What follows belongs to an exercise in optimizing a design on an open flow for small area; a production flow would make more cautious choices.
In this exercise RTL edits were held to simulation tests only and were not proved equivalent to the original.
Power figures rest on the tool's default switching activity, not on a simulated workload.

## flow/config.mk

```make
export PLATFORM = sky130hd
export DESIGN_NAME = iot_filter
export DESIGN_NICKNAME = iot_filter
export VERILOG_FILES = /design/flow/design.v
export SDC_FILE = /design/flow/constraint.sdc
export NUM_CORES = 4
export LEC_CHECK = 0
export ABC_AREA = 1
export CAP_MARGIN = 20
export CORE_MARGIN = 2
export CORE_UTILIZATION = 70
export SLEW_MARGIN = 20
```

## flow/constraint.sdc

```tcl
create_clock -name core_clock -period 6.0 [get_ports {clk}]
set_input_delay 1.2000 -clock core_clock [delete_from_list [all_inputs] [get_ports {clk}]]
set_output_delay 1.2000 -clock core_clock [all_outputs]
set_load 0.01 [all_outputs]
```

## flow/design.v

```verilog
package iot_pkg;
	localparam int BYTE_W = 8;    
	localparam int ITEM_W = 128;  
	localparam int CRC_W  = 3;    
	localparam int IDX_W  = 4;    
	typedef logic [BYTE_W-1:0] byte_t;
	typedef logic [ITEM_W-1:0] item_t;      
	typedef logic [CRC_W-1:0]  crc_t;
	typedef logic [IDX_W-1:0]  byte_idx_t;
	typedef enum logic [2:0] {
		fn_crc = 3'd3,  
		fn_max = 3'd4,  
		fn_min = 3'd5   
	} fn_e;
	localparam crc_t CRC_POLY = 3'b101;
endpackage
`timescale 1ns/1ps
`timescale 1ns/1ps
module crc3_unit (
	input  iot_pkg::crc_t  crc_in,   
	input  iot_pkg::byte_t byte_in,
	output iot_pkg::crc_t  crc_out   
);
	logic b07, b12;
	assign b07 = byte_in[0] ^ byte_in[7];
	assign b12 = byte_in[1] ^ byte_in[2];
	assign crc_out[0] = crc_in[2] ^ b07 ^ b12 ^ byte_in[4];
	assign crc_out[1] = crc_in[0] ^ b12 ^ byte_in[3] ^ byte_in[5];
	assign crc_out[2] = crc_in[1] ^ crc_in[2] ^ b07 ^ byte_in[1] ^ byte_in[3] ^ byte_in[6];
endmodule
`timescale 1ns/1ps
module rank_unit (
	input  logic           clk,
	input  logic           min_mode,     
	input  logic           step_best_hi, 
	input  logic           step_best_lo, 
	input  logic           step_second,  
	input  logic           first_byte,   
	input  logic           first_item,   
	input  logic           second_item,  
	input  logic           in_en,
	input  iot_pkg::byte_t iot_in,
	input  logic           park,         
	input  logic           crc_mode,     
	input  iot_pkg::crc_t  crc_val,      
	output iot_pkg::item_t best_q,
	output iot_pkg::item_t second_q,
	output iot_pkg::byte_t top_best_n,   
	output logic [iot_pkg::BYTE_W/2-1:0] parked_lo_n  
);
	iot_pkg::item_t best_n_q, second_n_q;
	assign best_q   = ~best_n_q;
	assign second_q = ~second_n_q;
	logic [1:0] cmp_best_q, cmp_second_q;
	logic [1:0] prev_best, prev_second, cmp_best, cmp_second;
	assign parked_lo_n = {cmp_best_q, cmp_second_q};
	iot_pkg::byte_t top_best, top_second;
	iot_pkg::byte_t in_best, in_second;
	logic better_best, better_second;
	assign top_best   = best_q[iot_pkg::ITEM_W-1 -: iot_pkg::BYTE_W];
	assign top_best_n = best_n_q[iot_pkg::ITEM_W-1 -: iot_pkg::BYTE_W];
	assign top_second = second_q[iot_pkg::ITEM_W-1 -: iot_pkg::BYTE_W];
	always_comb begin
		if (min_mode) begin
			better_best   = (iot_in < top_best);
			better_second = (iot_in < top_second);
		end else begin
			better_best   = (iot_in > top_best);
			better_second = (iot_in > top_second);
		end
		prev_best   = first_byte ? 2'b00 : cmp_best_q;
		prev_second = second_item ? 2'b11 : (first_byte ? 2'b00 : cmp_second_q);
		cmp_best   = prev_best[1]   ? prev_best   : {iot_in != top_best,   better_best};
		cmp_second = prev_second[1] ? prev_second : {iot_in != top_second, better_second};
		if (!first_item && cmp_best == 2'b10)
			in_best = top_best;
		else
			in_best = iot_in;
		if (cmp_best == 2'b11)
			in_second = top_best;
		else if (cmp_second == 2'b10)
			in_second = top_second;
		else
			in_second = iot_in;
		if (crc_mode) begin
			in_best[iot_pkg::CRC_W-1:0]   = crc_val;
			in_second[iot_pkg::CRC_W-1:0] = crc_val;
		end
	end
	always_ff @(posedge clk) begin
		if (park)
			{cmp_best_q, cmp_second_q} <= top_best_n[iot_pkg::BYTE_W/2-1:0];
		else if (in_en)
			{cmp_best_q, cmp_second_q} <= {cmp_best, cmp_second};
		if (step_best_hi)
			best_n_q[iot_pkg::ITEM_W-1:iot_pkg::BYTE_W] <= best_n_q[iot_pkg::ITEM_W-iot_pkg::BYTE_W-1:0];
		if (step_best_lo)
			best_n_q[iot_pkg::BYTE_W-1:0] <= ~in_best;
		if (step_second)
			second_n_q <= {second_n_q[iot_pkg::ITEM_W-iot_pkg::BYTE_W-1:0], ~in_second};
	end
endmodule
`timescale 1ns/1ps
module iot_filter (
	input  logic           clk,
	input  logic           rst,
	input  logic           in_en,
	input  iot_pkg::byte_t iot_in,
	input  logic [2:0]     fn_sel,
	output logic           busy,
	output logic           valid,
	output iot_pkg::item_t iot_out
);
	logic crc_mode, rank_mode, min_mode;
	assign crc_mode  = (fn_sel == iot_pkg::fn_crc);
	assign rank_mode = (fn_sel == iot_pkg::fn_max) || (fn_sel == iot_pkg::fn_min);
	assign min_mode  = (fn_sel == iot_pkg::fn_min);
	iot_pkg::byte_idx_t byte_cnt;   
	logic [2:0]         item_cnt;   
	logic [2:0]         phase_q;    
	logic first_byte, last_byte, last_item, start;
	assign first_byte = (byte_cnt == '0);
	assign last_byte  = (byte_cnt == '1);
	assign last_item  = (item_cnt == '1);
	assign start = in_en && last_byte && (crc_mode || (rank_mode && last_item));
	logic ph1, ph3, ph4, ph5;
	assign ph1 = phase_q[2] & ~phase_q[1];
	assign ph3 = phase_q[2] &  phase_q[0];
	assign ph4 = ~phase_q[2] & phase_q[1];
	assign ph5 = ~phase_q[1] & phase_q[0];
	logic park, unpark;
	iot_pkg::byte_t top_best_n;
	logic [iot_pkg::BYTE_W/2-1:0] parked_lo_n;
	assign park   = rank_mode & ph1;
	assign unpark = rank_mode & ph5;
	always_ff @(posedge clk or posedge rst) begin
		if (rst) begin
			byte_cnt <= '0;
			item_cnt <= '0;
			phase_q  <= '0;
		end else begin
			if (park) begin
				byte_cnt    <= {top_best_n[7:5], in_en};
				item_cnt[0] <= top_best_n[4];
			end else if (unpark) begin
				byte_cnt[3:1] <= '0;
				item_cnt[0]   <= 1'b0;
			end else if (in_en) begin
				byte_cnt <= byte_cnt + 1'b1;
				if (last_byte)
					item_cnt <= item_cnt + 1'b1;
			end
			phase_q <= {start | (~phase_q[0] & (phase_q[2] | phase_q[1])), phase_q[2], phase_q[1]};
		end
	end
	assign busy  = rank_mode & (phase_q[2] | phase_q[1]);
	assign valid = phase_q[0] & (phase_q[2] ? crc_mode : rank_mode);
	iot_pkg::item_t best_q, second_q;
	iot_pkg::crc_t  crc_val;
	crc3_unit i_crc (
		.crc_in(first_byte ? '0 : best_q[iot_pkg::CRC_W-1:0]),
		.byte_in(iot_in),
		.crc_out(crc_val)
	);
	logic step_best_hi, step_best_lo, step_second, first_item, second_item;
	assign first_item   = (item_cnt == 3'd0);
	assign second_item  = (item_cnt == 3'd1);
	assign step_best_lo = in_en | park;
	assign step_best_hi = park | (in_en & ~(first_item & first_byte));
	assign step_second  = in_en & (crc_mode ? last_byte : ~first_item);
	rank_unit i_rank (
		.clk(clk), .min_mode(min_mode),
		.step_best_hi(step_best_hi), .step_best_lo(step_best_lo), .step_second(step_second),
		.first_byte(first_byte), .first_item(first_item), .second_item(second_item),
		.in_en(in_en), .iot_in(iot_in), .park(park),
		.crc_mode(crc_mode), .crc_val(crc_val),
		.best_q(best_q), .second_q(second_q), .top_best_n(top_best_n), .parked_lo_n(parked_lo_n)
	);
	logic sel_best, sel_second, sel_low;
	iot_pkg::item_t best_out;
	assign sel_best   = rank_mode & ph4;
	assign sel_second = rank_mode & ph5;
	assign sel_low    = sel_second | (crc_mode & ph3);
	assign best_out   = {~byte_cnt[3:1], ~item_cnt[0], ~parked_lo_n,
	                     best_q[iot_pkg::ITEM_W-1:iot_pkg::BYTE_W]};
	assign iot_out[iot_pkg::ITEM_W-1:iot_pkg::CRC_W] =
		({(iot_pkg::ITEM_W-iot_pkg::CRC_W){sel_best}}   & best_out[iot_pkg::ITEM_W-1:iot_pkg::CRC_W]) |
		({(iot_pkg::ITEM_W-iot_pkg::CRC_W){sel_second}} & second_q[iot_pkg::ITEM_W-1:iot_pkg::CRC_W]);
	assign iot_out[iot_pkg::CRC_W-1:0] =
		({iot_pkg::CRC_W{sel_best}} & best_out[iot_pkg::CRC_W-1:0]) |
		({iot_pkg::CRC_W{sel_low}}  & second_q[iot_pkg::CRC_W-1:0]);
endmodule
```

## flow/flow/run.sh

```bash
#!/bin/bash
# The standard layout (standard.sh), with three changes:
# - synthesis is the standard flow's own (synth_recipe.tcl and ORFS's synth.tcl), except that ABC maps
#   the logic with flow/abc_area.script, a stronger area-only script, and adders and
#   comparators are left to ABC instead of being mapped to half adders first (ADDER_MAP_FILE
#   empty); registers are untouched;
# - every port is buffered by the smallest buffer, sky130_fd_sc_hd__buf_1, instead of the
#   one buffer_ports picks itself;
# - clock tree synthesis uses larger sink clusters and inserts no dummy loads.
set -euo pipefail
here=$(pwd)

sed 's|^  log_cmd abc {\*}\$abc_args$|  log_cmd abc -script '"$here"'/flow/abc_area.script {*}[lrange $abc_args 2 end]|' \
  "$FLOW_HOME/scripts/synth.tcl" > synth_own.tcl
grep -q 'flow/abc_area.script' synth_own.tcl
sed 's|source \$::env(SCRIPTS_DIR)/synth.tcl|source '"$here"'/synth_own.tcl|' synth_recipe.tcl > synth_recipe_own.tcl
grep -q 'synth_own.tcl' synth_recipe_own.tcl

bash standard.sh \
  "SYNTH_SCRIPT=$here/synth_recipe_own.tcl" \
  "ADDER_MAP_FILE=" \
  "BUFFER_PORTS_ARGS=-buffer_cell sky130_fd_sc_hd__buf_1" \
  "CTS_ARGS=-sink_clustering_enable -repair_clock_nets -dont_use_dummy_load -buf_list sky130_fd_sc_hd__clkbuf_8 -sink_clustering_size 16 -sink_clustering_max_diameter 70" \
  finish > make_finish.log 2>&1
```

## flow/flow/abc_area.script

```
strash
ifraig
dc2
strash
dch -f
amap
topo
dnsize -c
```

## flow/standard.sh

```bash
#!/bin/bash
# synth_recipe.tcl (not shown) runs the flow's synth.tcl, then flattens the netlist and writes it again
# the make line also repeats each setting of config.mk as NAME=value (left out here)
make -C /OpenROAD-flow-scripts/flow DESIGN_CONFIG=/design/flow/config.mk WORK_HOME=/design/flow/orfs CLKGATE_MAP_FILE= SYNTH_SCRIPT=/design/flow/synth_recipe.tcl "${@:-finish}"
```

==> flow_metrics.env, run 1 <==
export IMPL_status="finished clean"
export IMPL_p_seq_share_pct=61.6
export IMPL_cp_start_kind="input port"
export IMPL_period_needed_ns=4.68
export IMPL_slew_headroom_pct=36.3
export IMPL_rows=43
export IMPL_finalSetupTns_ns=0
export IMPL_r2r_slack_ns=2.04
export IMPL_swShare_pct=30.2
export IMPL_r2r_start="i_rank.best_n_q[126]"
export IMPL_hpwl_um=14100
export IMPL_post_drt_wl_per_cell_um=23.2
export IMPL_synth_cell_area_sq_um=9900
export IMPL_drive_gt1_share_pct=4.55
export IMPL_power_frac_clock_pct=18.6
export IMPL_post_cts_resized=0
export IMPL_endpoint_kind="output pin"
export IMPL_ys_types=31
export IMPL_synth_avg_cell_area_sq_um=16.6
export IMPL_root_buffer="clkbuf_8"
export IMPL_fin_crit_sh_pct=77.9
export IMPL_dieWidth_um=123
export IMPL_internal_power_mw=3.09
export IMPL_max_clock_path_buffers=3
export IMPL_cts_setup_buffers=0
export IMPL_port_buffers=143
export IMPL_synth_nets=610
export IMPL_grt_max_degree=129
export IMPL_hold_viol_final=0
export IMPL_ff2ff_path_depth=15
export IMPL_ioPinCount=144
export IMPL_arrival_ns=3.48
export IMPL_routed_via_count=6386
export IMPL_hold_class="reg -> reg"
export IMPL_dpl_cell_area_sq_um=10800
export IMPL_path_clk_slew_ns=0.09
export IMPL_r2r_end="i_rank.best_n_q[1]"
export IMPL_ys_seq_area_share_pct=81.4
export IMPL_totalWireLength_um=22000
export IMPL_multi_input_area_sq_um=1740
export IMPL_rsz0062_at_grt="false"
export IMPL_worstMarginPinSlew_ns=0.955
export IMPL_cts_sinks=270
export IMPL_ys_ff_latch=270
export IMPL_core_sq_um=13800
export IMPL_grt_pass1_vias=6134
export IMPL_layout_common_cells="edfxtp_1, o22ai_1, buf_1"
export IMPL_yosysWarnings=2
export IMPL_antenna_found_initial=0
export IMPL_crit_type="in -> out"
export IMPL_mostFrequentLayoutCell="edfxtp_1"
export IMPL_synthToLayoutAreaGrowth_pct=12.0
export IMPL_grt_usage_pct=28.8
export IMPL_maxCapViolCount=0
export IMPL_power_frac_comb_pct=19.8
export IMPL_regArea_sq_um=8060
export IMPL_gp_congestion=0.885
export IMPL_hold_path_end="i_rank.second_n_q[68]"
export IMPL_skew_ns=0.0384
export IMPL_p_sw_mw=1.34
export IMPL_cts_max_level=1
export IMPL_vias_per_cell=6.73
export IMPL_cts_made_buffers=20
export IMPL_min_path_cells=0
export IMPL_start_util_pct=71.6
export IMPL_p_leak_nw=3.51
export IMPL_fp_dieArea_sq_um=15100
export IMPL_cp_required_ns=4.80
export IMPL_grt_ovfl_total=0
export IMPL_slew_viol_final=0
export IMPL_insertion_delay_ns=0.53
export IMPL_fin_nets=785
export IMPL_antenna_left=0
export IMPL_p_per_area_nw_per_um2=400
export IMPL_cts_hold_buf=0
export IMPL_fillers=732
export IMPL_path_max_fanout=9
export IMPL_final_cell_area_sq_um=11100
export IMPL_timing_fmax_ghz=0.214
export IMPL_drtIter0Drc=632
export IMPL_postSynthCellCount=596
export IMPL_grt_pass1_wl_um=33100
export IMPL_dr_pass1_iters=7
export IMPL_utilization_pct=80.2
export IMPL_die_h_um=123
export IMPL_setup_violations_final=0
export IMPL_peakVddDrop_mv=0.303
export IMPL_diodes=0
export IMPL_holdCritStartpoint="i_rank.second_n_q[60]"
export IMPL_drc=0
export IMPL_cts_tree="done"
## metal layers
layer  track usage, %  part of all wire [%]  vias to the layer above
li1                 -                     -                     2812
met4             6.90                   1.7                        0
met2             47.9                    50                      386
met1             41.8                    40                     3152
met5                0                     0                        -
met3             3.69                   8.7                       36
## metrics by stage
stage / instances / hold WS [ns] / setup slack [ns] / power [mW]
floorplan: 596 / 0.400 / 0.257 / 3.24
global placement: 929 / 0.404 / 1.38 / 3.57
detailed placement: 929 / 0.405 / 1.21 / 3.62
CTS: 949 / 0.441 / 1.34 / 4.43
global route: 949 / 0.443 / 1.11 / 4.61
finish: 949 / 0.439 / 1.32 / 4.43
## worst max path at each step
stage | from | to | slack [ns] | cells past startpoint
after CTS | fn_sel[1] | iot_out[2] | 1.34 | 8
final | fn_sel[1] | iot_out[2] | 1.32 | 8
after detailed placement | iot_in[6] | i_rank.best_n_q[0] | 1.21 | 16
after floorplan | fn_sel[1] | i_rank.second_n_q[0] | 0.26 | 4
after global placement | iot_in[6] | i_rank.best_n_q[0] | 1.38 | 16
after global routing | fn_sel[1] | iot_out[2] | 1.11 | 8
## final cells by class
cell class / instances / area share (%)
Sequential cell: 270 / 72.7
Clock buffer: 20 / 2.48
Timing Repair Buffer: 153 / 5.74
Inverter: 40 / 1.38
Tap cell: 180 / 2.03
Multi-Input combinational cell: 286 / 15.7
## synth_stat cells
cell	count	area, sq um
a2111o_1	2	22.5
a2111oi_0	2	17.5
a211oi_1	3	22.5
a21oi_1	16	80.1
a221o_1	1	10.0
a221oi_1	5	43.8
a22o_1	1	8.76
a22oi_1	6	45.0
a31oi_1	2	12.5
and2_0	1	6.26
clkinv_1	40	150
dfrtp_1	10	250
edfxtp_1	260	7810
nand2_1	9	33.8
nand3_1	3	15.0
nand3b_1	1	7.51
nand4_1	1	6.26
nor2_1	35	131
nor2b_1	2	12.5
nor3_1	10	50.1
nor4_1	1	6.26
o211ai_1	1	7.51
o21a_1	4	30.0
o21ai_0	18	90.1
o21bai_1	1	7.51
o221ai_1	4	35.0
o22a_1	1	8.76
o22ai_1	153	957
o32ai_1	1	8.76
or2_0	1	6.26
or3_1	1	6.26
## registers in the layout, summed over array words and instances (netlist names)
signal,cells
i_rank.cmp_second_q,2
item_cnt,3
i_rank.second_n_q,128
i_rank.cmp_best_q,2
byte_cnt,4
i_rank.best_n_q,128
phase_q,3
## worst max-delay path, stage by stage
cell,delay [ns]
buf_1,0.07
clkinv_1,0.09
nor3_1,0.66
clkinv_1,0.48
nor3_1,0.37
nor2_1,0.16
o22ai_1,0.22
buf_1,0.21
## kinds of logic after synthesis
group,after synthesis,share of synthesized area [%]
AO/OA/AOI/OAI,221,14.2
flip-flops,270,81.4
AND/OR/NAND/NOR,65,2.84
buffers and inverters,40,1.52
## power groups by stage
| stage | clock network, mW | registers [mW] | logic [mW] |
|---|---|---|---|
| after floorplan | 0 | 2.68 | 0.561 |
| after global placement | 0 | 2.73 | 0.844 |
| after detailed placement | 0 | 2.76 | 0.862 |
| after CTS | 0.833 | 2.73 | 0.869 |
| after global routing | 0.893 | 2.76 | 0.952 |
| final | 0.824 | 2.73 | 0.876 |
==> inputs of run 2 (changes only) <==
--- a/flow/flow/run.sh
+++ b/flow/flow/run.sh
@@ -21,4 +21,4 @@
   "ADDER_MAP_FILE=" \
   "BUFFER_PORTS_ARGS=-buffer_cell sky130_fd_sc_hd__buf_1" \
-  "CTS_ARGS=-sink_clustering_enable -repair_clock_nets -dont_use_dummy_load -buf_list sky130_fd_sc_hd__clkbuf_8 -sink_clustering_size 16 -sink_clustering_max_diameter 70" \
+  "CTS_ARGS=-sink_clustering_enable -repair_clock_nets -dont_use_dummy_load -buf_list sky130_fd_sc_hd__clkbuf_16 -sink_clustering_size 30 -sink_clustering_max_diameter 80" \
   finish > make_finish.log 2>&1
==> run 2 against run 1 <==
Compared with the run above: clock power grew 6.2%; core utilization is 0.18 points higher; sequential cell count unchanged; synthesized cell count unchanged; combinational power is essentially flat; wire length is 1.4% higher; non-clock buffer count unchanged; design area is 0.23% higher; clock skew is 0.0087 ns lower; sequential share of layout area is 0.16 points lower; setup slack improved by 0.0085 ns; critical endpoint unchanged; largest cell class unchanged; highest routed layer unchanged.
==> flow_metrics.env, run 2 <==
export IMPL_status="finished clean"
export IMPL_slew_headroom_pct=37.1
export IMPL_hpwl_um=14100
export IMPL_cts_made_buffers=12
export IMPL_post_cts_resized=0
export IMPL_ioPinCount=144
export IMPL_antenna_left=0
export IMPL_cts_max_level=1
export IMPL_finalPower_mw=4.49
export IMPL_fp_dieArea_sq_um=15100
export IMPL_cts_tree="done"
export IMPL_regArea_sq_um=8060
export IMPL_slew_viol_final=0
export IMPL_synthToLayoutAreaGrowth_pct=12.3
export IMPL_cts_sinks=270
export IMPL_grt_ovfl_total=0
export IMPL_drive_gt1_share_pct=3.55
export IMPL_stdcell_count=941
export IMPL_synth_cell_area_sq_um=9900
export IMPL_cts_hold_buf=0
export IMPL_yosysWarnings=2
export IMPL_mostFrequentLayoutCell="edfxtp_1"
export IMPL_arrival_ns=3.47
export IMPL_die_h_um=123
export IMPL_synth_avg_cell_area_sq_um=16.6
export IMPL_synthTopCellsByCount="edfxtp_1, o22ai_1, clkinv_1"
export IMPL_path_max_fanout=9
export IMPL_gp_congestion=0.885
export IMPL_grt_usage_pct=29.3
export IMPL_max_clock_path_buffers=3
export IMPL_port_buffers=143
export IMPL_ys_ff_latch=270
export IMPL_dp_cells=929
export IMPL_fin_nets=777
export IMPL_p_leak_nw=3.51
export IMPL_synth_nets=610
export IMPL_rsz0062_at_grt="false"
export IMPL_rows=43
export IMPL_setup_violations_final=0
export IMPL_ys_seq_area_share_pct=81.4
export IMPL_drc=0
export IMPL_dr_pass1_iters=6
export IMPL_period_needed_ns=4.67
export IMPL_yosysMostFrequentCell="edfxtp_1"
export IMPL_synthArstFlopShare_pct=3.70
export IMPL_synth_top_area_cell="edfxtp_1"
export IMPL_synth_top_area_share_pct=78.9
export IMPL_start_util_pct=71.6
export IMPL_routed_via_count=6432
export IMPL_layout_common_cells="edfxtp_1, o22ai_1, buf_1"
export IMPL_diodes=0
export IMPL_synth_area_leaders="edfxtp_1, o22ai_1, dfrtp_1"
export IMPL_multi_input_area_sq_um=1740
export IMPL_hold_class="reg -> reg"
export IMPL_hold_viol_final=0
export IMPL_post_drt_wl_per_cell_um=23.7
export IMPL_worstMarginPinSlew_ns=0.943
export IMPL_root_buffer="clkbuf_16"
export IMPL_grt_max_degree=129
export IMPL_grt_pass1_wl_um=33400
export IMPL_endpoint_kind="output pin"
export IMPL_crit_type="in -> out"
export IMPL_ys_types=31
export IMPL_dieWidth_um=123
export IMPL_synth_edf_count=260
export IMPL_fin_crit_sh_pct=77.8
export IMPL_postSynthCellCount=596
export IMPL_grt_pass1_vias=6026
export IMPL_path_clk_slew_ns=0.10
export IMPL_vias_per_cell=6.84
export IMPL_insertion_delay_ns=0.48
export IMPL_skew_ns=0.0296
export IMPL_top_regs="i_rank.best_n_q: 128 flops, i_rank.second_n_q: 128 flops, byte_cnt: 4 flops"
export IMPL_p_per_area_nw_per_um2=404
export IMPL_antenna_found_initial=0
export IMPL_synth_ff_type="edfxtp_1"
export IMPL_cp_start_kind="input port"
export IMPL_maxCapViolCount=0
export IMPL_cts_setup_buffers=0
export IMPL_drtIter0Drc=824
export IMPL_peakVddDrop_mv=0.438
export IMPL_totalWireLength_um=22300
export IMPL_core_sq_um=13800
export IMPL_timing_fmax_ghz=0.214
export IMPL_finalSetupTns_ns=0
export IMPL_cp_required_ns=4.80
export IMPL_fillers=724
## run 2: final cells by class
| cell class | count | area share [%] |
|---|---|---|
| Clock buffer | 12 | 2.70 |
| Tap cell | 180 | 2.03 |
| Sequential cell | 270 | 72.5 |
| Timing Repair Buffer | 153 | 5.73 |
| Multi-Input combinational cell | 286 | 15.7 |
| Inverter | 40 | 1.37 |
## run 2: per-layer routing
| metal | global-route usage [%] | share of wire, % |
|---|---|---|
| met1 | 43.3 | 40 |
| met2 | 47.1 | 50 |
| met3 | 4.11 | 8.7 |
| met4 | 7.76 | 1.9 |
| met5 | 0 | 0 |
## run 2: final timing paths
check                           depth (start not counted)  slack, ns            startpoint                   to
worst max-delay path                                    8       1.33             fn_sel[1]           iot_out[2]
worst min-delay path                                    0       0.43    i_rank.best_n_q[4]  i_rank.best_n_q[12]
worst max register to register                         14       1.92  i_rank.best_n_q[124]   i_rank.best_n_q[0]
worst min register to register                          0       0.43    i_rank.best_n_q[4]  i_rank.best_n_q[12]
max in group asynchronous                               2       5.17                   rst           phase_q[1]
min in group asynchronous                               2       0.61                   rst           phase_q[0]
## run 2: cells by family after synthesis
family,Yosys count,share of synthesized area (%)
DFF,270,81.4
AOI/OAI and AO/OA,221,14.2
buffers and inverters,40,1.52
and+or+nand+nor,65,2.84
## run 2: worst max-delay path: stages
cell and delay (ns):
buf_1 0.07, clkinv_1 0.09, nor3_1 0.65, clkinv_1 0.48, nor3_1 0.37, nor2_1 0.17
o22ai_1 0.22, buf_1 0.21
## run 2: per-stage QoR
stage | instance area (sq um) | util, % | hold slack [ns] | worst slack, ns
after floorplan | 9930 | - | 0.400 | 0.257
after global placement | 10800 | 78.2 | 0.404 | 1.38
after detailed placement | 10800 | 78.2 | 0.405 | 1.21
after CTS | 11100 | 80.4 | 0.429 | 1.34
after global routing | 11100 | 80.4 | 0.439 | 1.11
final | 11100 | 80.4 | 0.429 | 1.33
## run 2: where the power goes
group	switching, mW	leakage [nW]	internal [mW]
combinational	0.597	0.709	0.280
clock	0.512	0.148	0.364
sequential	0.222	2.66	2.51
total	1.33	3.51	3.16
==> inputs of run 3 (changes only) <==
--- a/flow/flow/run.sh
+++ b/flow/flow/run.sh
@@ -21,4 +21,4 @@
   "ADDER_MAP_FILE=" \
   "BUFFER_PORTS_ARGS=-buffer_cell sky130_fd_sc_hd__buf_1" \
-  "CTS_ARGS=-sink_clustering_enable -repair_clock_nets -dont_use_dummy_load -buf_list sky130_fd_sc_hd__clkbuf_16 -sink_clustering_size 30 -sink_clustering_max_diameter 80" \
+  "CTS_ARGS=-sink_clustering_enable -repair_clock_nets -dont_use_dummy_load -buf_list sky130_fd_sc_hd__clkbuf_8 -sink_clustering_size 18 -sink_clustering_max_diameter 70" \
   finish > make_finish.log 2>&1
==> run 3 against run 2 <==
Compared with the run above: largest power group unchanged; sequential cell count unchanged; area after synthesis unchanged; count of clock-buffer cells in the layout up 6; global-route usage down 0.10 points; clock power down about 10%; critical endpoint unchanged; still clean; power down 2.0%.
==> flow_metrics.env, run 3 <==
export IMPL_crit_cells=8
export IMPL_grt_pass1_vias=6130
export IMPL_fin_nets=783
export IMPL_synth_avg_cell_area_sq_um=16.6
export IMPL_cpMaxStageDelayCell="nor3_1"
export IMPL_highest_layer="met4"
export IMPL_rsz0062_at_grt="false"
export IMPL_arrival_ns=3.47
export IMPL_synthTopCellsByCount="edfxtp_1, o22ai_1, clkinv_1"
export IMPL_yosysMostFrequentCell="edfxtp_1"
export IMPL_slew_viol_final=0
export IMPL_status="finished clean"
export IMPL_insertion_delay_ns=0.52
export IMPL_routed_wl_met3_um=1830
export IMPL_diodes=0
export IMPL_hold_class="reg -> reg"
export IMPL_finalSetupTns_ns=0
export IMPL_synth_edf_count=260
export IMPL_postSynthCellCount=596
export IMPL_fillers=739
export IMPL_cts_max_level=1
export IMPL_worstMarginPinSlew_ns=0.952
export IMPL_grt_ovfl_total=0
export IMPL_endpoint_kind="output pin"
export IMPL_root_buffer="clkbuf_8"
export IMPL_hpwl_um=14100
export IMPL_cp_required_ns=4.80
export IMPL_grt_pass1_wl_um=33400
export IMPL_drc=0
export IMPL_cts_sinks=270
export IMPL_synth_ff_type="edfxtp_1"
export IMPL_antenna_found_initial=0
export IMPL_synth_top_area_cell="edfxtp_1"
export IMPL_drtIter0Drc=801
export IMPL_top_regs="i_rank.best_n_q: 128 flops, i_rank.second_n_q: 128 flops, byte_cnt: 4 flops"
export IMPL_post_cts_resized=0
export IMPL_cts_hold_buf=0
export IMPL_p_sw_mw=1.33
export IMPL_port_buffers=143
export IMPL_rows=43
export IMPL_drive_gt1_share_pct=4.30
export IMPL_gp_congestion=0.885
export IMPL_min_path_cells=0
export IMPL_power_frac_comb_pct=20.0
export IMPL_hold_viol_final=0
export IMPL_ys_seq_area_share_pct=81.4
export IMPL_ys_ff_latch=270
export IMPL_cts_tree="done"
export IMPL_dr_pass1_iters=6
export IMPL_post_drt_wl_per_cell_um=23.4
export IMPL_crit_chain="buf_1 -> clkinv_1 -> nor3_1 -> clkinv_1 -> nor3_1 -> nor2_1 -> o22ai_1 -> buf_1"
export IMPL_p_leak_nw=3.50
export IMPL_timing_critical_path_buf_inv=4
export IMPL_internal_power_mw=3.06
export IMPL_swShare_pct=30.3
export IMPL_routed_wl_met2_um=11100
export IMPL_grt_usage_pct=29.2
export IMPL_skew_ns=0.0289
export IMPL_cts_made_buffers=18
export IMPL_antenna_left=0
export IMPL_fin_crit_sh_pct=77.8
export IMPL_p_per_area_nw_per_um2=397
export IMPL_slew_headroom_pct=36.5
export IMPL_period_needed_ns=4.67
export IMPL_path_max_fanout=9
export IMPL_synth_nets=610
export IMPL_p_seq_share_pct=62.2
export IMPL_die_h_um=123
export IMPL_final_cell_area_sq_um=11100
export IMPL_synth_top_area_share_pct=78.9
export IMPL_grt_max_degree=129
export IMPL_core_sq_um=13800
export IMPL_start_util_pct=71.6
export IMPL_ioPinCount=144
export IMPL_ff2ff_path_depth=15
export IMPL_synth_area_leaders="edfxtp_1, o22ai_1, dfrtp_1"
export IMPL_dpl_cell_area_sq_um=10800
export IMPL_dieWidth_um=123
export IMPL_layout_common_cells="edfxtp_1, o22ai_1, buf_1"
export IMPL_routed_via_count=6397
export IMPL_synthToLayoutAreaGrowth_pct=11.8
export IMPL_cp_start_kind="input port"
export IMPL_totalWireLength_um=22200
export IMPL_power_frac_clock_pct=17.9
export IMPL_timing_fmax_ghz=0.214
export IMPL_slowest_delay_ns=0.65
export IMPL_peakVddDrop_mv=0.317
export IMPL_ys_types=31
export IMPL_critPathTopFamily="simple AND/OR/NAND/NOR gates"
export IMPL_vias_per_cell=6.76
export IMPL_cts_setup_buffers=0
export IMPL_max_clock_path_buffers=3
export IMPL_yosysWarnings=2
export IMPL_path_clk_slew_ns=0.11
export IMPL_maxCapViolCount=0
export IMPL_crit_type="in -> out"
export IMPL_synthArstFlopShare_pct=3.70
export IMPL_fp_dieArea_sq_um=15100
export IMPL_wl_met1_um=8800
export IMPL_synth_cell_area_sq_um=9900
export IMPL_setup_violations_final=0
export IMPL_mostFrequentLayoutCell="edfxtp_1"
[run 3: metrics by stage]
| step | instances | hold WS, ns | power [mW] | setup WS [ns] | utilization [%] |
|---|---|---|---|---|---|
| after floorplan | 596 | 0.400 | 3.24 | 0.257 | - |
| after global placement | 929 | 0.404 | 3.57 | 1.38 | 78.2 |
| after detailed placement | 929 | 0.405 | 3.62 | 1.21 | 78.2 |
| after CTS | 947 | 0.430 | 4.40 | 1.34 | 80.0 |
| after global routing | 947 | 0.438 | 4.57 | 1.11 | 80.0 |
| final | 947 | 0.431 | 4.40 | 1.33 | 80.0 |
[run 3: routing by layer]
metal | vias up | GRT usage, %
met5 | - | 0
met4 | 0 | 8.19
met3 | 51 | 4.06
met2 | 345 | 47.6
met1 | 3191 | 42.3
li1 | 2810 | -
[run 3: logic make-up (layout without fill, tap and decap cells)]
| family | after synthesis | after routing | share of synthesized area, % |
|---|---|---|---|
| compound gates | 221 | 221 | 14.2 |
| simple gates | 65 | 65 | 2.84 |
| buf+inv | 40 | 211 | 1.52 |
| flops | 270 | 270 | 81.4 |
[run 3: power by group through the flow]
stage	Sequential, mW	Clock (mW)	Combinational (mW)
after floorplan	2.68	0	0.561
after global placement	2.73	0	0.844
after detailed placement	2.76	0	0.862
after CTS	2.73	0.799	0.868
after global routing	2.76	0.857	0.952
final	2.73	0.786	0.877
[run 3: layout make-up]
type                       instances  area (sq um)  share of cell area [%]
sequential                       270          8060                    72.9
multi-input combinational        286          1740                    15.7
timing repair buffer             153           637                    5.76
clock buffer                      18           248                    2.24
tap                              180           225                    2.04
inverter                          40           153                    1.38
[run 3: path summary, 6_finish.rpt]
path | end | startpoint | slack (ns)
max | iot_out[2] | fn_sel[1] | 1.33
min | i_rank.best_n_q[12] | i_rank.best_n_q[4] | 0.43
max reg2reg | i_rank.best_n_q[0] | i_rank.best_n_q[126] | 2.02
min reg2reg | i_rank.best_n_q[12] | i_rank.best_n_q[4] | 0.43
max in group asynchronous | byte_cnt[2] | rst | 5.19
min in group asynchronous | byte_cnt[0] | rst | 0.57
==> inputs of run 4 (changes only) <==
--- a/flow/flow/run.sh
+++ b/flow/flow/run.sh
@@ -21,4 +21,4 @@
   "ADDER_MAP_FILE=" \
   "BUFFER_PORTS_ARGS=-buffer_cell sky130_fd_sc_hd__buf_1" \
-  "CTS_ARGS=-sink_clustering_enable -repair_clock_nets -dont_use_dummy_load -buf_list sky130_fd_sc_hd__clkbuf_8 -sink_clustering_size 18 -sink_clustering_max_diameter 70" \
+  "CTS_ARGS=-sink_clustering_enable -repair_clock_nets -dont_use_dummy_load -buf_list sky130_fd_sc_hd__clkbuf_4 -sink_clustering_size 11 -sink_clustering_max_diameter 45" \
   finish > make_finish.log 2>&1
--- a/flow/config.mk
+++ b/flow/config.mk
@@ -9,4 +9,4 @@
 export CAP_MARGIN = 20
 export CORE_MARGIN = 2
-export CORE_UTILIZATION = 70
+export CORE_UTILIZATION = 60
 export SLEW_MARGIN = 20
==> run 4 against run 3 <==
Compared with the run above: synthesized cell count did not move; critical endpoint is now iot_out[126]; power fell by 1.0%; critical path type unchanged; combinational power barely moved; register-to-register slack better by 0.13 ns; hold slack got worse by 0.015 ns; non-clock buffer count is the same; core utilization decreased by 10 points; largest cell class unchanged.
==> flow_metrics.env, run 4 <==
export IMPL_dieWidth_um=132
export IMPL_arrival_ns=3.36
export IMPL_synth_mux_area_share_pct=0
export IMPL_synth_top_family_by_area="compound AO/OA/AOI/OAI gates"
export IMPL_antenna_found_initial=1
export IMPL_setup_violations_final=0
export IMPL_yosysMostFrequentCell="edfxtp_1"
export IMPL_ioPinCount=144
export IMPL_worstMarginPinSlew_ns=0.960
export IMPL_fp_dieArea_sq_um=17500
export IMPL_synthTopCellsByCount="edfxtp_1, o22ai_1, clkinv_1"
export IMPL_rows=46
export IMPL_max_clock_path_buffers=3
export IMPL_drtIter0Drc=554
export IMPL_routed_via_count=6251
export IMPL_postSynthCellCount=596
export IMPL_top_regs="i_rank.best_n_q: 128 flops, i_rank.second_n_q: 128 flops, byte_cnt: 4 flops"
export IMPL_post_cts_resized=0
export IMPL_cts_max_level=1
export IMPL_cts_tree="done"
export IMPL_post_drt_wl_per_cell_um=21.8
export IMPL_rsz0062_at_grt="false"
export IMPL_ys_ff_latch=270
export IMPL_synth_edf_count=260
export IMPL_ys_seq_area_share_pct=81.4
export IMPL_synth_top_area_cell="edfxtp_1"
export IMPL_hold_viol_final=0
export IMPL_layout_common_cells="edfxtp_1, o22ai_1, buf_1"
export IMPL_fillers=1120
export IMPL_path_max_fanout=86
export IMPL_drive_gt1_share_pct=5.90
export IMPL_synth_cell_area_sq_um=9900
export IMPL_final_cell_area_sq_um=11100
export IMPL_ys_types=31
export IMPL_totalWireLength_um=21800
export IMPL_cp_start_kind="input port"
export IMPL_maxCapViolCount=0
export IMPL_hpwl_um=14100
export IMPL_gp_congestion=0.895
export IMPL_finalSetupTns_ns=0
export IMPL_cts_hold_buf=0
export IMPL_drc=0
export IMPL_synth_simple_area_share_pct=2.84
export IMPL_skew_ns=0.0358
export IMPL_root_buffer="clkbuf_4"
export IMPL_antenna_left=0
export IMPL_cp_required_ns=4.80
export IMPL_endpoint_kind="output pin"
export IMPL_cts_made_buffers=31
export IMPL_synth_compound_area_share_pct=14.2
export IMPL_dpl_cell_area_sq_um=10900
export IMPL_whs_ns=0.416
export IMPL_status="finished clean"
export IMPL_port_buffers=143
export IMPL_insertion_delay_ns=0.68
export IMPL_p_leak_nw=3.52
export IMPL_synth_xor_area_share_pct=0
export IMPL_slew_headroom_pct=36.0
export IMPL_synthToLayoutAreaGrowth_pct=12.4
export IMPL_synth_top_area_share_pct=78.9
export IMPL_fin_crit_sh_pct=76.1
export IMPL_grt_pass1_wl_um=33500
export IMPL_grt_usage_pct=24.4
export IMPL_dr_pass1_iters=7
export IMPL_p_per_area_nw_per_um2=391
export IMPL_cts_setup_buffers=0
export IMPL_synth_ff_type="edfxtp_1"
export IMPL_dp_cells=965
export IMPL_synth_fa_ha_area_share_pct=0
export IMPL_peakVddDrop_mv=0.297
export IMPL_hold_class="reg -> reg"
export IMPL_core_sq_um=16000
export IMPL_utilization_pct=69.5
export IMPL_die_h_um=132
export IMPL_synthArstFlopShare_pct=3.70
export IMPL_period_needed_ns=4.56
export IMPL_synth_nets=610
export IMPL_synth_avg_cell_area_sq_um=16.6
export IMPL_yosysWarnings=2
export IMPL_timing_fmax_ghz=0.219
export IMPL_cts_sinks=270
export IMPL_start_util_pct=61.9
export IMPL_path_clk_slew_ns=0.11
export IMPL_crit_type="in -> out"
export IMPL_synth_area_leaders="edfxtp_1, o22ai_1, dfrtp_1"
export IMPL_slew_viol_final=0
export IMPL_grt_ovfl_total=0
export IMPL_mostFrequentLayoutCell="edfxtp_1"
export IMPL_regArea_sq_um=8060
export IMPL_multi_input_area_sq_um=1750
export IMPL_fin_nets=796
export IMPL_vias_per_cell=6.27
export IMPL_stdcell_count=997
export IMPL_grt_max_degree=87
export IMPL_grt_pass1_vias=6102
-- run 4: final cells by class --
class	instances	share of cell area, %
antenna	1	0.0225
clock buffer	31	2.09
inverter	40	1.37
multi-input combinational	286	15.7
sequential	270	72.4
tap	216	2.43
timing repair buffer	153	5.95
-- run 4: metrics by stage --
stage	total power, mW	setup WS [ns]
6_report	4.35	1.44
5_1_grt	4.55	1.18
4_1_cts	4.37	1.44
3_5_place_dp	3.62	1.29
3_3_place_gp	3.59	1.38
2_1_floorplan	3.24	0.257
-- run 4: report_power, final --
group	switching, mW	internal, mW
Sequential	0.207	2.51
Combinational	0.595	0.283
Clock	0.519	0.237
-- run 4: cell families (layout without fill, tap and decap cells) --
kind of cell / count (synthesis) / after routing
compound gates: 221 / 221
other cells: 0 / 1
flops: 270 / 270
buf+inv: 40 / 224
simple gates: 65 / 65
-- run 4: worst paths after layout --
| path | start | endpoint | slack, ns | cells after the start |
|---|---|---|---|---|
| setup / recovery | fn_sel[1] | iot_out[126] | 1.44 | 8 |
| setup reg to reg | i_rank.best_n_q[126] | i_rank.best_n_q[1] | 2.15 | 14 |
| hold / removal | i_rank.best_n_q[28] | i_rank.best_n_q[36] | 0.42 | 0 |
| min in group asynchronous | rst | byte_cnt[2] | 0.44 | 2 |
| max in group asynchronous | rst | item_cnt[2] | 5.31 | 2 |
| hold reg to reg | i_rank.best_n_q[28] | i_rank.best_n_q[36] | 0.42 | 0 |
-- run 4: critical path: stages --
cell	delay [ns]
buf_1	0.07
clkinv_1	0.06
nand2_1	0.13
nor3_1	0.49
inv_4	0.46
buf_4	0.44
o22ai_1	0.30
buf_1	0.18
-- run 4: metal layers --
layer | wire length (um) | share of wire, % | vias up | GRT usage [%]
met1 | 9600 | 44 | 3117 | 36.2
met2 | 10400 | 48 | 244 | 38.3
met4 | 362 | 1.7 | 0 | 5.62
met3 | 1440 | 6.6 | 37 | 4.94
li1 | - | - | 2853 | -
met5 | 0 | 0 | - | 0
==> inputs of run 5 (changes only) <==
--- a/flow/config.mk
+++ b/flow/config.mk
@@ -9,4 +9,4 @@
 export CAP_MARGIN = 20
 export CORE_MARGIN = 2
-export CORE_UTILIZATION = 60
+export CORE_UTILIZATION = 70
 export SLEW_MARGIN = 20
==> run 5 against run 4 <==
Compared with the run above: synthesized cell count stayed put; combinational power is 0.5% lower; design area is 0.87% lower; non-clock buffer count stayed put; count of clock-buffer cells in the layout is 2 lower; clock skew is 0.0027 ns higher; core utilization is 10 points higher; still clean; die area is 14% lower; via count is 3.0% higher; sequential share of layout area is 0.63 points higher; wire length is 0.97% higher.
==> flow_metrics.env, run 5 <==
export IMPL_ioPinCount=144
export IMPL_dieWidth_um=123
export IMPL_timing_fmax_ghz=0.212
export IMPL_drc=0
export IMPL_rows=43
export IMPL_post_drt_wl_per_cell_um=22.9
export IMPL_peakVddDrop_mv=0.264
export IMPL_synth_area_leaders="edfxtp_1, o22ai_1, dfrtp_1"
export IMPL_diodes=0
export IMPL_finalPower_mw=4.35
export IMPL_synth_ff_type="edfxtp_1"
export IMPL_whs_ns=0.417
export IMPL_hpwl_um=14100
export IMPL_setup_violations_final=0
export IMPL_drtIter0Drc=733
export IMPL_endpoint_kind="output pin"
export IMPL_p_leak_nw=3.50
export IMPL_synth_edf_count=260
export IMPL_max_clock_path_buffers=3
export IMPL_crit_type="in -> out"
export IMPL_stdcell_count=958
export IMPL_grt_ovfl_total=0
export IMPL_critPathTopFamily="simple AND/OR/NAND/NOR gates"
export IMPL_grt_usage_pct=29.1
export IMPL_cts_setup_buffers=0
export IMPL_maxCapViolCount=0
export IMPL_layout_common_cells="edfxtp_1, o22ai_1, buf_1"
export IMPL_arrival_ns=3.52
export IMPL_fp_dieArea_sq_um=15100
export IMPL_finalSetupTns_ns=0
export IMPL_yosysWarnings=2
export IMPL_power_frac_comb_pct=20.1
export IMPL_top_regs="i_rank.best_n_q: 128 flops, i_rank.second_n_q: 128 flops, byte_cnt: 4 flops"
export IMPL_synth_top_area_share_pct=78.9
export IMPL_dr_pass1_iters=5
export IMPL_cp_start_kind="input port"
export IMPL_ff2ff_path_depth=15
export IMPL_synth_mux_area_share_pct=0
export IMPL_antenna_left=0
export IMPL_post_cts_resized=0
export IMPL_core_sq_um=13800
export IMPL_dp_cells=929
export IMPL_synth_avg_cell_area_sq_um=16.6
export IMPL_synth_compound_area_share_pct=14.2
export IMPL_worstMarginPinSlew_ns=0.952
export IMPL_synthTopCellsByCount="edfxtp_1, o22ai_1, clkinv_1"
export IMPL_ys_ff_latch=270
export IMPL_port_buffers=143
export IMPL_p_seq_share_pct=62.8
export IMPL_p_per_area_nw_per_um2=394
export IMPL_synth_nets=610
export IMPL_synth_fa_ha_area_share_pct=0
export IMPL_routed_via_count=6440
export IMPL_path_clk_slew_ns=0.11
export IMPL_min_path_cells=0
export IMPL_status="finished clean"
export IMPL_pre_cts_slack_ns=1.21
export IMPL_slew_headroom_pct=36.5
export IMPL_postSynthCellCount=596
export IMPL_utilization_pct=79.8
export IMPL_crit_chain="buf_1 -> clkinv_1 -> nor3_1 -> clkinv_1 -> nor3_1 -> nor2_1 -> o22ai_1 -> buf_1"
export IMPL_p_sw_mw=1.33
export IMPL_cts_made_buffers=29
export IMPL_totalWireLength_um=22000
export IMPL_cpMaxStageDelayCell="nor3_1"
export IMPL_drive_gt1_share_pct=5.66
export IMPL_cts_hold_buf=0
export IMPL_antenna_found_initial=0
export IMPL_hold_class="reg -> reg"
export IMPL_dpl_cell_area_sq_um=10800
export IMPL_ys_seq_area_share_pct=81.4
export IMPL_timing_critical_path_buf_inv=4
export IMPL_path_max_fanout=9
export IMPL_fin_crit_sh_pct=78.7
export IMPL_synth_top_area_cell="edfxtp_1"
export IMPL_synth_top_family_by_area="compound AO/OA/AOI/OAI gates"
export IMPL_worst_slack_ns=1.28
export IMPL_grt_pass1_vias=6185
export IMPL_slowest_delay_ns=0.69
export IMPL_cts_max_level=1
export IMPL_gp_congestion=0.885
export IMPL_crit_cells=8
export IMPL_period_needed_ns=4.72
export IMPL_power_frac_clock_pct=17.1
export IMPL_synth_xor_area_share_pct=0
export IMPL_grt_max_degree=129
export IMPL_grt_pass1_wl_um=33400
export IMPL_synthArstFlopShare_pct=3.70
export IMPL_synthToLayoutAreaGrowth_pct=11.5
export IMPL_cts_sinks=270
export IMPL_final_cell_area_sq_um=11000
export IMPL_rsz0062_at_grt="false"
export IMPL_cp_required_ns=4.80
export IMPL_swShare_pct=30.7
export IMPL_start_util_pct=71.6
export IMPL_mostFrequentLayoutCell="edfxtp_1"
export IMPL_cts_tree="done"
export IMPL_fin_nets=794
export IMPL_skew_ns=0.0384
export IMPL_synth_cell_area_sq_um=9900
export IMPL_insertion_delay_ns=0.68
export IMPL_hold_viol_final=0
export IMPL_ys_types=31
export IMPL_die_h_um=123
export IMPL_vias_per_cell=6.72
export IMPL_root_buffer="clkbuf_4"
export IMPL_slew_viol_final=0
export IMPL_synth_simple_area_share_pct=2.84
export IMPL_internal_power_mw=3.01
export IMPL_yosysMostFrequentCell="edfxtp_1"
[run 5: changes by cell type in the layout (fill, tap and decap cells not counted), sizes merged]
cell    change
diode       -1
clkbuf      -2
[run 5: worst register-to-register path: cells and delay by family (launching register included)]
kind | cells | cell delay, ns
compound gates | 8 | 1.94
buf+inv | 4 | 0.83
flops | 1 | 0.46
simple gates | 3 | 0.44
[run 5: power groups by stage]
stage / combinational [mW] / clock, mW / sequential [mW]
floorplan: 0.561 / 0 / 2.68
global route: 0.952 / 0.826 / 2.76
CTS: 0.868 / 0.753 / 2.73
global placement: 0.844 / 0 / 2.73
finish: 0.874 / 0.745 / 2.73
detailed placement: 0.862 / 0 / 2.76
[run 5: cells by family (layout without fill, tap and decap cells)]
| kind of cell | Yosys count | after routing |
|---|---|---|
| AND/OR/NAND/NOR | 65 | 65 |
| AO/OA/AOI/OAI | 221 | 221 |
| buffers and inverters | 40 | 222 |
| flip-flops | 270 | 270 |
[run 5: final timing paths]
check                                startpoint                   to  slack [ns]
min in group asynchronous                   rst           phase_q[2]        0.45
setup reg to reg           i_rank.best_n_q[127]   i_rank.best_n_q[0]        2.04
max in group asynchronous                   rst          byte_cnt[1]        5.33
hold reg to reg             i_rank.best_n_q[74]  i_rank.best_n_q[82]        0.42
hold / removal              i_rank.best_n_q[74]  i_rank.best_n_q[82]        0.42
setup / recovery                      fn_sel[1]           iot_out[2]        1.28
[run 5: layout make-up]
| cell class | count | area, sq um |
|---|---|---|
| Tap cell | 180 | 225 |
| Inverter | 40 | 153 |
| Fill cell | 745 | 2800 |
| Sequential cell | 270 | 8060 |
| Timing Repair Buffer | 153 | 637 |
| Clock buffer | 29 | 218 |
| Multi-Input combinational cell | 286 | 1740 |
[run 5: routing by layer]
metal	global-route usage (%)	wire, um	share of wire [%]	up-vias
li1	-	-	-	2848
met1	42.0	8570	39	3135
met2	47.1	10900	50	403
met3	5.30	1990	9.0	54
met4	7.69	508	2.3	0
met5	0	0	0	-
==> inputs of run 6 (changes only) <==
--- a/flow/flow/run.sh
+++ b/flow/flow/run.sh
@@ -1,11 +1,3 @@
 #!/bin/bash
-# The standard layout (standard.sh), with three changes:
-# - synthesis is the standard flow's own (synth_recipe.tcl and ORFS's synth.tcl), except that ABC maps
-#   the logic with flow/abc_area.script, a stronger area-only script, and adders and
-#   comparators are left to ABC instead of being mapped to half adders first (ADDER_MAP_FILE
-#   empty); registers are untouched;
-# - every port is buffered by the smallest buffer, sky130_fd_sc_hd__buf_1, instead of the
-#   one buffer_ports picks itself;
-# - clock tree synthesis uses larger sink clusters and inserts no dummy loads.
 set -euo pipefail
 here=$(pwd)
==> run 6 against run 5 <==
Compared with the run above: area after synthesis stayed put; largest cell class unchanged; combinational power is essentially flat; still clean; first-iteration DRC count stayed put; clock skew unchanged; core utilization unchanged; synthesized cell count unchanged; count of clock-buffer cells in the layout unchanged; sequential cell count stayed put; wire length unchanged; clock power hardly changed; fmax did not move; register-to-register slack barely moved.
==> flow_metrics.env, run 6 <==
export IMPL_hold_viol_final=0
export IMPL_die_h_um=123
export IMPL_dieWidth_um=123
export IMPL_dr_pass1_iters=5
export IMPL_grt_max_degree=129
export IMPL_power_frac_clock_pct=17.1
export IMPL_cts_hold_buf=0
export IMPL_totalWireLength_um=22000
export IMPL_layout_common_cells="edfxtp_1, o22ai_1, buf_1"
export IMPL_p_per_area_nw_per_um2=394
export IMPL_hpwl_um=14100
export IMPL_rows=43
export IMPL_yosysWarnings=2
export IMPL_antenna_left=0
export IMPL_finalSetupTns_ns=0
export IMPL_synth_top_area_share_pct=78.9
export IMPL_path_clk_slew_ns=0.11
export IMPL_drtIter0Drc=733
export IMPL_r2r_slack_ns=2.04
export IMPL_hold_path_end="i_rank.best_n_q[82]"
export IMPL_slew_viol_final=0
export IMPL_core_sq_um=13800
export IMPL_synthTopCellsByCount="edfxtp_1, o22ai_1, clkinv_1"
export IMPL_synth_edf_count=260
export IMPL_cts_setup_buffers=0
export IMPL_drive_gt1_share_pct=5.66
export IMPL_holdCritStartpoint="i_rank.best_n_q[74]"
export IMPL_min_path_cells=0
export IMPL_grt_pass1_vias=6185
export IMPL_ys_ff_latch=270
export IMPL_gp_congestion=0.885
export IMPL_synth_nets=610
export IMPL_synth_top_area_cell="edfxtp_1"
export IMPL_skew_ns=0.0384
export IMPL_endpoint_kind="output pin"
export IMPL_fp_dieArea_sq_um=15100
export IMPL_port_buffers=143
export IMPL_cp_required_ns=4.80
export IMPL_slew_headroom_pct=36.5
export IMPL_postSynthCellCount=596
export IMPL_maxCapViolCount=0
export IMPL_post_drt_wl_per_cell_um=22.9
export IMPL_antenna_found_initial=0
export IMPL_synth_cell_area_sq_um=9900
export IMPL_rsz0062_at_grt="false"
export IMPL_synthToLayoutAreaGrowth_pct=11.5
export IMPL_r2r_start="i_rank.best_n_q[127]"
export IMPL_finalPower_mw=4.35
export IMPL_peakVddDrop_mv=0.264
export IMPL_arrival_ns=3.52
export IMPL_p_seq_share_pct=62.8
export IMPL_ioPinCount=144
export IMPL_hold_class="reg -> reg"
export IMPL_max_clock_path_buffers=3
export IMPL_fin_nets=794
export IMPL_ys_types=31
export IMPL_synth_avg_cell_area_sq_um=16.6
export IMPL_worstMarginPinSlew_ns=0.952
export IMPL_internal_power_mw=3.01
export IMPL_path_max_fanout=9
export IMPL_timing_fmax_ghz=0.212
export IMPL_grt_pass1_wl_um=33400
export IMPL_synthArstFlopShare_pct=3.70
export IMPL_swShare_pct=30.7
export IMPL_setup_violations_final=0
export IMPL_ys_seq_area_share_pct=81.4
export IMPL_ff2ff_path_depth=15
export IMPL_crit_type="in -> out"
export IMPL_routed_via_count=6440
export IMPL_synth_ff_type="edfxtp_1"
export IMPL_period_needed_ns=4.72
export IMPL_status="finished clean"
export IMPL_power_frac_comb_pct=20.1
export IMPL_cts_tree="done"
export IMPL_start_util_pct=71.6
export IMPL_cts_made_buffers=29
export IMPL_grt_usage_pct=29.1
export IMPL_top_regs="i_rank.best_n_q: 128 flops, i_rank.second_n_q: 128 flops, byte_cnt: 4 flops"
export IMPL_drc=0
export IMPL_grt_ovfl_total=0
export IMPL_synth_area_leaders="edfxtp_1, o22ai_1, dfrtp_1"
export IMPL_cp_start_kind="input port"
export IMPL_p_leak_nw=3.50
export IMPL_yosysMostFrequentCell="edfxtp_1"
export IMPL_fin_crit_sh_pct=78.7
export IMPL_insertion_delay_ns=0.68
export IMPL_cts_sinks=270
export IMPL_post_cts_resized=0
export IMPL_p_sw_mw=1.33
export IMPL_root_buffer="clkbuf_4"
export IMPL_diodes=0
export IMPL_r2r_end="i_rank.best_n_q[0]"
export IMPL_mostFrequentLayoutCell="edfxtp_1"
export IMPL_vias_per_cell=6.72
export IMPL_cts_max_level=1
## run 6: cell counts in the layout (fill, tap and decap cells not counted)
Identical to the previous run, type by type.
## run 6: metal layers
| layer | track usage, % | vias to the layer above | wire (um) |
|---|---|---|---|
| li1 | - | 2848 | - |
| met1 | 42.0 | 3135 | 8570 |
| met2 | 47.1 | 403 | 10900 |
| met3 | 5.30 | 54 | 1990 |
| met4 | 7.69 | 0 | 508 |
| met5 | 0 | - | 0 |
## run 6: power groups by stage
stage	Combinational (mW)	Sequential, mW	Clock, mW
final	0.874	2.73	0.745
after global routing	0.952	2.76	0.826
after CTS	0.868	2.73	0.753
after detailed placement	0.862	2.76	0
after global placement	0.844	2.73	0
after floorplan	0.561	2.68	0
## run 6: area by class of cell
class / instances / area (sq um)
Clock buffer: 29 / 218
Fill cell: 745 / 2800
Inverter: 40 / 153
Multi-Input combinational cell: 286 / 1740
Sequential cell: 270 / 8060
Tap cell: 180 / 225
Timing Repair Buffer: 153 / 637
## run 6: cells by family (layout without fill, tap and decap cells)
family,after synthesis,count (layout),synth area share (%)
compound gates,221,221,14.2
buf+inv,40,222,1.52
flops,270,270,81.4
simple gates,65,65,2.84
## run 6: worst max path at each step
stage,startpoint,cells past startpoint,end
after floorplan,fn_sel[1],4,i_rank.second_n_q[0]
after global placement,iot_in[6],16,i_rank.best_n_q[0]
after detailed placement,iot_in[6],16,i_rank.best_n_q[0]
after CTS,fn_sel[1],8,iot_out[2]
after global routing,fn_sel[1],8,iot_out[2]
final,fn_sel[1],8,iot_out[2]
## run 6: metrics by stage
stage               setup WS, ns  hold WS [ns]  area (sq um)  util [%]  cells
CTS                         1.34         0.420         11000      79.8    958
finish                      1.28         0.417         11000      79.8    958
floorplan                  0.257         0.400          9930         -    596
global route                1.11         0.424         11000      79.8    958
detailed placement          1.21         0.405         10800      78.2    929
global placement            1.38         0.404         10800      78.2    929
## run 6: critical path, cell delays in order
cell and delay [ns]:
buf_1 0.07, clkinv_1 0.09, nor3_1 0.69, clkinv_1 0.49, nor3_1 0.38, nor2_1 0.17, o22ai_1 0.22, buf_1 0.21

-- what the ideal ports hide --
How much do the figures lean on ideal ports? The routed layouts below were timed once more, with nothing changed but the port constraints. Step 1, drivers: a clkbuf_16 drives clk and a buf_2 each remaining input, both assumed. Step 2 adds t to the input delays and takes it off the output delays; t is the mean of the earliest and latest rising clock arrival at the registers after step 1. Input paths then give back, and output paths get back, about the clock's delay inside the block. Slacks: ideal ports / drivers / drivers and shift; pairs: ideal ports / drivers.
run	shift t [ns]	setup slack, ns	hold slack, ns	slew at the worst register clock pin (ns)	worst data-port slew with drivers (ns)
run 1	0.549	1.325 / 1.303 / 1.067	0.439 / 0.439 / 0.439	0.10 / 0.10	0.06
run 2	0.506	1.333 / 1.311 / 0.942	0.429 / 0.429 / 0.429	0.12 / 0.12	0.06
run 3	0.544	1.333 / 1.311 / 1.023	0.431 / 0.431 / 0.431	0.11 / 0.11	0.06
run 4	0.696	1.436 / 1.416 / 1.121	0.416 / 0.416 / 0.416	0.11 / 0.11	0.06
run 5	0.681	1.278 / 1.256 / 1.057	0.417 / 0.417 / 0.417	0.12 / 0.12	0.06
run 6	0.681	1.278 / 1.256 / 1.057	0.417 / 0.417 / 0.417	0.12 / 0.12	0.06
After both steps setup and hold are still met in every run listed. For run 2, which loses most, drivers alone change the setup slack by -0.022 ns; drivers and shift together by -0.391 ns.
